Source: an optimization exercise on an open RTL-to-GDS flow (aim: small area, a short achievable clock period and few clock cycles per item). Production flows keep margins and buffers that such runs may drop. Function was checked by simulation only, so behaviour that the tests miss may differ from the original. No activity file was given, so power comes from the tool's default toggle rates.

==> inputs of job 8070 <==
// rv_core
module rv_core (
    input  logic        clk,
    input  logic        rst,
    input  logic        instr_valid,
    output logic        instr_ready,
    input  logic [31:0] instr,
    output logic        wb_valid,
    output logic [4:0]  wb_rd,
    output logic [31:0] wb_data
);
Settings: LEC_CHECK=0, ABC_AREA=1, CAP_MARGIN=20, CORE_MARGIN=2, CORE_UTILIZATION=40, SETUP_SLACK_MARGIN=2.5, SLEW_MARGIN=20; clock period 6.0 ns.
run.sh (not shown) runs the stock make flow with config.mk's settings and CLKGATE_MAP_FILE= SYNTH_SCRIPT=/design/flow/synth_recipe.tcl, a recipe that flattens the netlist after the stock synthesis.
==> inputs of job 531, as changes to job 8070 <==
--- a/flow/design.v
+++ b/flow/design.v
@@ -31,16 +31,16 @@
     typedef logic [C_W-1:0] alu_ctrl_t;
 endpackage
 `timescale 1ns/10ps
 import rv_pkg::*;
 module rv_regfile (
     input  logic             clk,
     input  logic             rst,
-    input  logic [31:1]      sel1,
-    input  logic [31:1]      sel2,
+    input  rv_pkg::reg_idx_t rs1,
+    input  rv_pkg::reg_idx_t rs2,
     output rv_pkg::xlen_t    data1,
     output rv_pkg::xlen_t    data2,
     input  logic             wb_valid,
     input  rv_pkg::reg_idx_t wb_rd,
     input  rv_pkg::xlen_t    wb_data,
     input  logic [31:1]      wb_wen      
 );
@@ -58,22 +58,16 @@
             if (rst) begin
                 written[i] <= 1'b0;
             end else if (wb_wen[i]) begin
                 written[i] <= 1'b1;
             end
         end
     end
-    always_comb begin
-        data1 = '0;
-        data2 = '0;
-        for (int i = 1; i < NUM_REGS; i++) begin
-            data1 = data1 | (regs[i] & {32{sel1[i] & written[i]}});
-            data2 = data2 | (regs[i] & {32{sel2[i] & written[i]}});
-        end
-    end
+    assign data1 = (wb_valid && wb_rd == rs1) ? wb_data : written[rs1] ? regs[rs1] : '0;
+    assign data2 = (wb_valid && wb_rd == rs2) ? wb_data : written[rs2] ? regs[rs2] : '0;
 endmodule
 `timescale 1ns/10ps
 import rv_pkg::*;
 module rv_alu (
     input  rv_pkg::alu_ctrl_t ctrl,
     input  rv_pkg::xlen_t     a,
     input  rv_pkg::xlen_t     b,
@@ -1279,16 +1273,16 @@
 import rv_pkg::*;
 module rv_decode_stage (
     input  logic              clk,
     input  logic              rst,
     input  logic              instr_valid,
     output logic              instr_ready,
     input  rv_pkg::xlen_t     instr,
-    output logic [31:1]       rf_sel1,
-    output logic [31:1]       rf_sel2,
+    output rv_pkg::reg_idx_t  rf_rs1,
+    output rv_pkg::reg_idx_t  rf_rs2,
     input  rv_pkg::xlen_t     rf_data1,
     input  rv_pkg::xlen_t     rf_data2,
     input  logic              ex_we,
     input  logic              ex_is_mul,
     input  rv_pkg::reg_idx_t  ex_rd,
     input  rv_pkg::xlen_t     ex_result,
     input  logic              m2_we,
@@ -1303,14 +1297,16 @@
     output logic              id_is_mul,
     output rv_pkg::alu_ctrl_t id_ctrl,
     output rv_pkg::xlen_t     id_op_a,
     output rv_pkg::xlen_t     id_op_b
 );
     rv_pkg::xlen_t ir;
     logic          ir_valid;
+    rv_pkg::xlen_t rv1;
+    rv_pkg::xlen_t rv2;
     logic          ready;
     logic [6:0]    opcode;
     logic [2:0]    funct3;
     logic [6:0]    funct7;
     logic          is_lui;
     logic          is_opimm;
     logic          is_op;
@@ -1326,16 +1322,15 @@
     logic          wait2;
     rv_pkg::xlen_t imm;
     rv_pkg::reg_idx_t rs1;
     rv_pkg::reg_idx_t rs2;
     logic          ex_hit1, ex_hit2;
     logic          m2_hit1, m2_hit2;
     logic          wb_hit1, wb_hit2;
-    logic          rf_use1, rf_use2;
-    rv_pkg::xlen_t early1, early2;
+    rv_pkg::xlen_t old1, old2;
     assign opcode = ir[6:0];
     assign funct3 = ir[14:12];
     assign funct7 = ir[31:25];
     assign rs1    = ir[19:15];
     assign rs2    = ir[24:20];
     assign is_lui   = opcode == OPC_LUI;
     assign is_opimm = opcode == OPC_OP_IMM;
@@ -1380,14 +1375,16 @@
         id_ctrl[C_AND]   = !is_lui && funct3 == F3_AND;
         id_ctrl[C_INV_B] = !is_lui && (funct3 == F3_SLT || funct3 == F3_SLTU
                                        || (is_op && alt && funct3 == F3_ADD_SUB));
         id_ctrl[C_SFT_L] = funct3 == F3_SLL;
         id_ctrl[C_SFT_A] = alt;
     end
     assign imm = is_lui ? {ir[31:12], 12'b0} : {{20{ir[31]}}, ir[31:20]};
+    assign rf_rs1     = instr[19:15];
+    assign rf_rs2     = instr[24:20];
     assign in_use_rs1 = instr[6:0] == OPC_OP_IMM || instr[6:0] == OPC_OP;
     assign in_use_rs2 = instr[6:0] == OPC_OP;
     assign in_dep_d   = (in_use_rs1 && instr[19:15] == ir[11:7])
                         || (in_use_rs2 && instr[24:20] == ir[11:7]);
     assign in_dep_ex  = (in_use_rs1 && instr[19:15] == ex_rd)
                         || (in_use_rs2 && instr[24:20] == ex_rd);
     assign instr_ready = ready;
@@ -1413,32 +1410,34 @@
     always_ff @(posedge clk) begin
         if (ready) begin
             ir <= instr;
         end
     end
     always_ff @(posedge clk) begin
         if (ready) begin
-            for (int i = 1; i < 32; i++) begin
-                rf_sel1[i] <= instr[19:15] == i;
-                rf_sel2[i] <= instr[24:20] == i;
-            end
+            rv1 <= rf_data1;
+        end else if (wb_hit1) begin
+            rv1 <= wb_data;
+        end
+        if (ready) begin
+            rv2 <= rf_data2;
+        end else if (wb_hit2) begin
+            rv2 <= wb_data;
         end
     end
     assign ex_hit1 = ex_we && ex_rd == rs1;
     assign ex_hit2 = ex_we && ex_rd == rs2;
     assign m2_hit1 = m2_we && m2_rd == rs1;
     assign m2_hit2 = m2_we && m2_rd == rs2;
     assign wb_hit1 = wb_we && wb_rd == rs1;
     assign wb_hit2 = wb_we && wb_rd == rs2;
-    assign rf_use1 = use_rs1 && !ex_hit1 && !m2_hit1 && !wb_hit1;
-    assign rf_use2 = use_rs2 && !ex_hit2 && !m2_hit2 && !wb_hit2;
-    assign early1  = !use_rs1 || ex_hit1 ? '0 : m2_hit1 ? m2_alu : wb_hit1 ? wb_data : '0;
-    assign early2  = !use_rs2 ? imm : ex_hit2 ? '0 : m2_hit2 ? m2_alu : wb_hit2 ? wb_data : '0;
-    assign id_op_a = ({32{use_rs1 && ex_hit1}} & ex_result) | early1 | ({32{rf_use1}} & rf_data1);
-    assign id_op_b = ({32{use_rs2 && ex_hit2}} & ex_result) | early2 | ({32{rf_use2}} & rf_data2);
+    assign old1 = !use_rs1 ? '0 : m2_hit1 ? m2_alu : wb_hit1 ? wb_data : rv1;
+    assign old2 = !use_rs2 ? imm : m2_hit2 ? m2_alu : wb_hit2 ? wb_data : rv2;
+    assign id_op_a = (use_rs1 && ex_hit1) ? ex_result : old1;
+    assign id_op_b = (use_rs2 && ex_hit2) ? ex_result : old2;
 endmodule
 `timescale 1ns/10ps
 import rv_pkg::*;
 module rv_exec_stage (
     input  logic              clk,
     input  logic              rst,
     input  logic              id_we,
@@ -1516,16 +1515,16 @@
     input  logic        instr_valid,
     output logic        instr_ready,
     input  logic [31:0] instr,
     output logic        wb_valid,
     output logic [4:0]  wb_rd,
     output logic [31:0] wb_data
 );
-    logic [31:1]       rf_sel1;
-    logic [31:1]       rf_sel2;
+    rv_pkg::reg_idx_t  rf_rs1;
+    rv_pkg::reg_idx_t  rf_rs2;
     rv_pkg::xlen_t     rf_data1;
     rv_pkg::xlen_t     rf_data2;
     logic              id_we;
     rv_pkg::reg_idx_t  id_rd;
     logic              id_is_mul;
     rv_pkg::alu_ctrl_t id_ctrl;
     rv_pkg::xlen_t     id_op_a;
@@ -1541,16 +1540,16 @@
     logic [31:1]       wb_wen;
     rv_decode_stage decode_i (
         .clk         (clk),
         .rst         (rst),
         .instr_valid (instr_valid),
         .instr_ready (instr_ready),
         .instr       (instr),
-        .rf_sel1     (rf_sel1),
-        .rf_sel2     (rf_sel2),
+        .rf_rs1      (rf_rs1),
+        .rf_rs2      (rf_rs2),
         .rf_data1    (rf_data1),
         .rf_data2    (rf_data2),
         .ex_we       (ex_we),
         .ex_is_mul   (ex_is_mul),
         .ex_rd       (ex_rd),
         .ex_result   (ex_result),
         .m2_we       (m2_we),
@@ -1566,16 +1565,16 @@
         .id_ctrl     (id_ctrl),
         .id_op_a     (id_op_a),
         .id_op_b     (id_op_b)
     );
     rv_regfile regfile_i (
         .clk      (clk),
         .rst      (rst),
-        .sel1     (rf_sel1),
-        .sel2     (rf_sel2),
+        .rs1      (rf_rs1),
+        .rs2      (rf_rs2),
         .data1    (rf_data1),
         .data2    (rf_data2),
         .wb_valid (wb_valid),
         .wb_rd    (wb_rd),
         .wb_data  (wb_data),
         .wb_wen   (wb_wen)
     );
==> flow/config.mk (replaced) <==
export PLATFORM = sky130hd
export DESIGN_NAME = rv_core
export DESIGN_NICKNAME = rv_core
export VERILOG_FILES = /design/flow/design.v
export SDC_FILE = /design/flow/constraint.sdc
export NUM_CORES = 4
export LEC_CHECK = 0
export ABC_AREA = 1
export CAP_MARGIN = 20
export CORE_MARGIN = 2
export CORE_UTILIZATION = 50
export CTS_BUF_LIST = sky130_fd_sc_hd__clkbuf_8
export SETUP_SLACK_MARGIN = 2.5
export SLEW_MARGIN = 20
export TNS_END_PERCENT = 20
==> inputs of job 1327, as changes to job 8070 <==
--- a/flow/design.v
+++ b/flow/design.v
@@ -31,16 +31,16 @@
     typedef logic [C_W-1:0] alu_ctrl_t;
 endpackage
 `timescale 1ns/10ps
 import rv_pkg::*;
 module rv_regfile (
     input  logic             clk,
     input  logic             rst,
-    input  logic [31:1]      sel1,
-    input  logic [31:1]      sel2,
+    input  rv_pkg::reg_idx_t rs1,
+    input  rv_pkg::reg_idx_t rs2,
     output rv_pkg::xlen_t    data1,
     output rv_pkg::xlen_t    data2,
     input  logic             wb_valid,
     input  rv_pkg::reg_idx_t wb_rd,
     input  rv_pkg::xlen_t    wb_data,
     input  logic [31:1]      wb_wen      
 );
@@ -58,22 +58,16 @@
             if (rst) begin
                 written[i] <= 1'b0;
             end else if (wb_wen[i]) begin
                 written[i] <= 1'b1;
             end
         end
     end
-    always_comb begin
-        data1 = '0;
-        data2 = '0;
-        for (int i = 1; i < NUM_REGS; i++) begin
-            data1 = data1 | (regs[i] & {32{sel1[i] & written[i]}});
-            data2 = data2 | (regs[i] & {32{sel2[i] & written[i]}});
-        end
-    end
+    assign data1 = (wb_valid && wb_rd == rs1) ? wb_data : written[rs1] ? regs[rs1] : '0;
+    assign data2 = (wb_valid && wb_rd == rs2) ? wb_data : written[rs2] ? regs[rs2] : '0;
 endmodule
 `timescale 1ns/10ps
 import rv_pkg::*;
 module rv_alu (
     input  rv_pkg::alu_ctrl_t ctrl,
     input  rv_pkg::xlen_t     a,
     input  rv_pkg::xlen_t     b,
@@ -1279,16 +1273,16 @@
 import rv_pkg::*;
 module rv_decode_stage (
     input  logic              clk,
     input  logic              rst,
     input  logic              instr_valid,
     output logic              instr_ready,
     input  rv_pkg::xlen_t     instr,
-    output logic [31:1]       rf_sel1,
-    output logic [31:1]       rf_sel2,
+    output rv_pkg::reg_idx_t  rf_rs1,
+    output rv_pkg::reg_idx_t  rf_rs2,
     input  rv_pkg::xlen_t     rf_data1,
     input  rv_pkg::xlen_t     rf_data2,
     input  logic              ex_we,
     input  logic              ex_is_mul,
     input  rv_pkg::reg_idx_t  ex_rd,
     input  rv_pkg::xlen_t     ex_result,
     input  logic              m2_we,
@@ -1303,14 +1297,16 @@
     output logic              id_is_mul,
     output rv_pkg::alu_ctrl_t id_ctrl,
     output rv_pkg::xlen_t     id_op_a,
     output rv_pkg::xlen_t     id_op_b
 );
     rv_pkg::xlen_t ir;
     logic          ir_valid;
+    rv_pkg::xlen_t rv1;
+    rv_pkg::xlen_t rv2;
     logic          ready;
     logic [6:0]    opcode;
     logic [2:0]    funct3;
     logic [6:0]    funct7;
     logic          is_lui;
     logic          is_opimm;
     logic          is_op;
@@ -1326,16 +1322,15 @@
     logic          wait2;
     rv_pkg::xlen_t imm;
     rv_pkg::reg_idx_t rs1;
     rv_pkg::reg_idx_t rs2;
     logic          ex_hit1, ex_hit2;
     logic          m2_hit1, m2_hit2;
     logic          wb_hit1, wb_hit2;
-    logic          rf_use1, rf_use2;
-    rv_pkg::xlen_t early1, early2;
+    rv_pkg::xlen_t old1, old2;
     assign opcode = ir[6:0];
     assign funct3 = ir[14:12];
     assign funct7 = ir[31:25];
     assign rs1    = ir[19:15];
     assign rs2    = ir[24:20];
     assign is_lui   = opcode == OPC_LUI;
     assign is_opimm = opcode == OPC_OP_IMM;
@@ -1380,14 +1375,16 @@
         id_ctrl[C_AND]   = !is_lui && funct3 == F3_AND;
         id_ctrl[C_INV_B] = !is_lui && (funct3 == F3_SLT || funct3 == F3_SLTU
                                        || (is_op && alt && funct3 == F3_ADD_SUB));
         id_ctrl[C_SFT_L] = funct3 == F3_SLL;
         id_ctrl[C_SFT_A] = alt;
     end
     assign imm = is_lui ? {ir[31:12], 12'b0} : {{20{ir[31]}}, ir[31:20]};
+    assign rf_rs1     = instr[19:15];
+    assign rf_rs2     = instr[24:20];
     assign in_use_rs1 = instr[6:0] == OPC_OP_IMM || instr[6:0] == OPC_OP;
     assign in_use_rs2 = instr[6:0] == OPC_OP;
     assign in_dep_d   = (in_use_rs1 && instr[19:15] == ir[11:7])
                         || (in_use_rs2 && instr[24:20] == ir[11:7]);
     assign in_dep_ex  = (in_use_rs1 && instr[19:15] == ex_rd)
                         || (in_use_rs2 && instr[24:20] == ex_rd);
     assign instr_ready = ready;
@@ -1413,32 +1410,34 @@
     always_ff @(posedge clk) begin
         if (ready) begin
             ir <= instr;
         end
     end
     always_ff @(posedge clk) begin
         if (ready) begin
-            for (int i = 1; i < 32; i++) begin
-                rf_sel1[i] <= instr[19:15] == i;
-                rf_sel2[i] <= instr[24:20] == i;
-            end
+            rv1 <= rf_data1;
+        end else if (wb_hit1) begin
+            rv1 <= wb_data;
+        end
+        if (ready) begin
+            rv2 <= rf_data2;
+        end else if (wb_hit2) begin
+            rv2 <= wb_data;
         end
     end
     assign ex_hit1 = ex_we && ex_rd == rs1;
     assign ex_hit2 = ex_we && ex_rd == rs2;
     assign m2_hit1 = m2_we && m2_rd == rs1;
     assign m2_hit2 = m2_we && m2_rd == rs2;
     assign wb_hit1 = wb_we && wb_rd == rs1;
     assign wb_hit2 = wb_we && wb_rd == rs2;
-    assign rf_use1 = use_rs1 && !ex_hit1 && !m2_hit1 && !wb_hit1;
-    assign rf_use2 = use_rs2 && !ex_hit2 && !m2_hit2 && !wb_hit2;
-    assign early1  = !use_rs1 || ex_hit1 ? '0 : m2_hit1 ? m2_alu : wb_hit1 ? wb_data : '0;
-    assign early2  = !use_rs2 ? imm : ex_hit2 ? '0 : m2_hit2 ? m2_alu : wb_hit2 ? wb_data : '0;
-    assign id_op_a = ({32{use_rs1 && ex_hit1}} & ex_result) | early1 | ({32{rf_use1}} & rf_data1);
-    assign id_op_b = ({32{use_rs2 && ex_hit2}} & ex_result) | early2 | ({32{rf_use2}} & rf_data2);
+    assign old1 = !use_rs1 ? '0 : m2_hit1 ? m2_alu : wb_hit1 ? wb_data : rv1;
+    assign old2 = !use_rs2 ? imm : m2_hit2 ? m2_alu : wb_hit2 ? wb_data : rv2;
+    assign id_op_a = (use_rs1 && ex_hit1) ? ex_result : old1;
+    assign id_op_b = (use_rs2 && ex_hit2) ? ex_result : old2;
 endmodule
 `timescale 1ns/10ps
 import rv_pkg::*;
 module rv_exec_stage (
     input  logic              clk,
     input  logic              rst,
     input  logic              id_we,
@@ -1516,16 +1515,16 @@
     input  logic        instr_valid,
     output logic        instr_ready,
     input  logic [31:0] instr,
     output logic        wb_valid,
     output logic [4:0]  wb_rd,
     output logic [31:0] wb_data
 );
-    logic [31:1]       rf_sel1;
-    logic [31:1]       rf_sel2;
+    rv_pkg::reg_idx_t  rf_rs1;
+    rv_pkg::reg_idx_t  rf_rs2;
     rv_pkg::xlen_t     rf_data1;
     rv_pkg::xlen_t     rf_data2;
     logic              id_we;
     rv_pkg::reg_idx_t  id_rd;
     logic              id_is_mul;
     rv_pkg::alu_ctrl_t id_ctrl;
     rv_pkg::xlen_t     id_op_a;
@@ -1541,16 +1540,16 @@
     logic [31:1]       wb_wen;
     rv_decode_stage decode_i (
         .clk         (clk),
         .rst         (rst),
         .instr_valid (instr_valid),
         .instr_ready (instr_ready),
         .instr       (instr),
-        .rf_sel1     (rf_sel1),
-        .rf_sel2     (rf_sel2),
+        .rf_rs1      (rf_rs1),
+        .rf_rs2      (rf_rs2),
         .rf_data1    (rf_data1),
         .rf_data2    (rf_data2),
         .ex_we       (ex_we),
         .ex_is_mul   (ex_is_mul),
         .ex_rd       (ex_rd),
         .ex_result   (ex_result),
         .m2_we       (m2_we),
@@ -1566,16 +1565,16 @@
         .id_ctrl     (id_ctrl),
         .id_op_a     (id_op_a),
         .id_op_b     (id_op_b)
     );
     rv_regfile regfile_i (
         .clk      (clk),
         .rst      (rst),
-        .sel1     (rf_sel1),
-        .sel2     (rf_sel2),
+        .rs1      (rf_rs1),
+        .rs2      (rf_rs2),
         .data1    (rf_data1),
         .data2    (rf_data2),
         .wb_valid (wb_valid),
         .wb_rd    (wb_rd),
         .wb_data  (wb_data),
         .wb_wen   (wb_wen)
     );
==> summary of the runs <==
Job 1327 produced a clean layout. Job 8070 passed the timing, design-rule and antenna checks. Job 531 finished with timing, DRC and antenna clean.
Total power is about the same in job 531 and job 8070.
The lowest via count belongs to job 1327, the highest to job 8070.
Against job 531, the clock power of job 8070 is larger by about 10%.
Between job 8070 and job 531, the lower register-to-register slack is in job 8070 (gap 0.17 ns).
The lowest worst setup slack belongs to job 8070, the highest to job 531.
==> figures <==
| quantity | job 531 | job 8070 | job 1327 |
|---|---|---|---|
| Total net switching power | 6510 uW | 5690 uW | 6590 uW |
| Startpoint kind of the worst setup timing path | input pin | flip-flop | input pin |
| Synth unique cells | 67 | 64 | 67 |
| Layout cell share with drive strength beyond 1 | 13.1% | 11.2% | 13.1% |
| Mapped Cells | 8,424 | 8,152 | 8,424 |
| Outcome | timing/DRC/antenna clean | timing/DRC/antenna clean | timing/DRC/antenna clean |
| TritonCTS Buffers | 280 | 162 | 166 |
| Clock Pin Slew Worst Setup and Hold Paths | 0.06 ns | 0.06 ns | 0.07 ns |
| Final wirelength | 370,000 um | 402,000 um | 379,000 um |
| Buffers and inverters on the worst path | 4 | 2 | 4 |
| Leakage power figure | 0.0369 uW | 0.0363 uW | 0.0368 uW |
Testbench counts of job 8070, summed over its fixed seeds: cycles 17,560, instrs 16,504.
Testbench counts of job 531, summed over its fixed seeds: cycles 17,560, instrs 16,504.
Testbench counts of job 1327, summed over its fixed seeds: cycles 17,560, instrs 16,504.

[what the ideal ports hide]
The flow's constraints put no driver on any port. The routed layouts listed below were extracted and timed again, unchanged, in two steps.
Step 1: set_driving_cell puts a clkbuf_16 on clk and a buf_2 on each other input, an assumption about the parent block.
Step 2 times the ports against the registers' clock, not the clock port: input delays grow and output delays shrink by t, the midpoint of the rising clock arrivals with the driver on.
Three values: ideal ports, drivers, drivers and shift; two values: the first two.
| run | shift t [ns] | setup WS [ns] | worst data-port slew with drivers (ns) | cell pins on the clock port's net |
|---|---|---|---|---|
| job 8070 | 0.928 | 2.102 / 2.102 / 2.102 | 0.06 | 1 |
| job 531 | 1.107 | 2.204 / 2.179 / 1.161 | 0.25 | 1 |
| job 1327 | 0.931 | 2.138 / 2.211 / 1.280 | 0.05 | 1 |
After both steps every run listed still meets setup and hold. For job 531, which loses most, drivers alone change the setup slack by -0.025 ns; drivers and shift together by -1.043 ns.
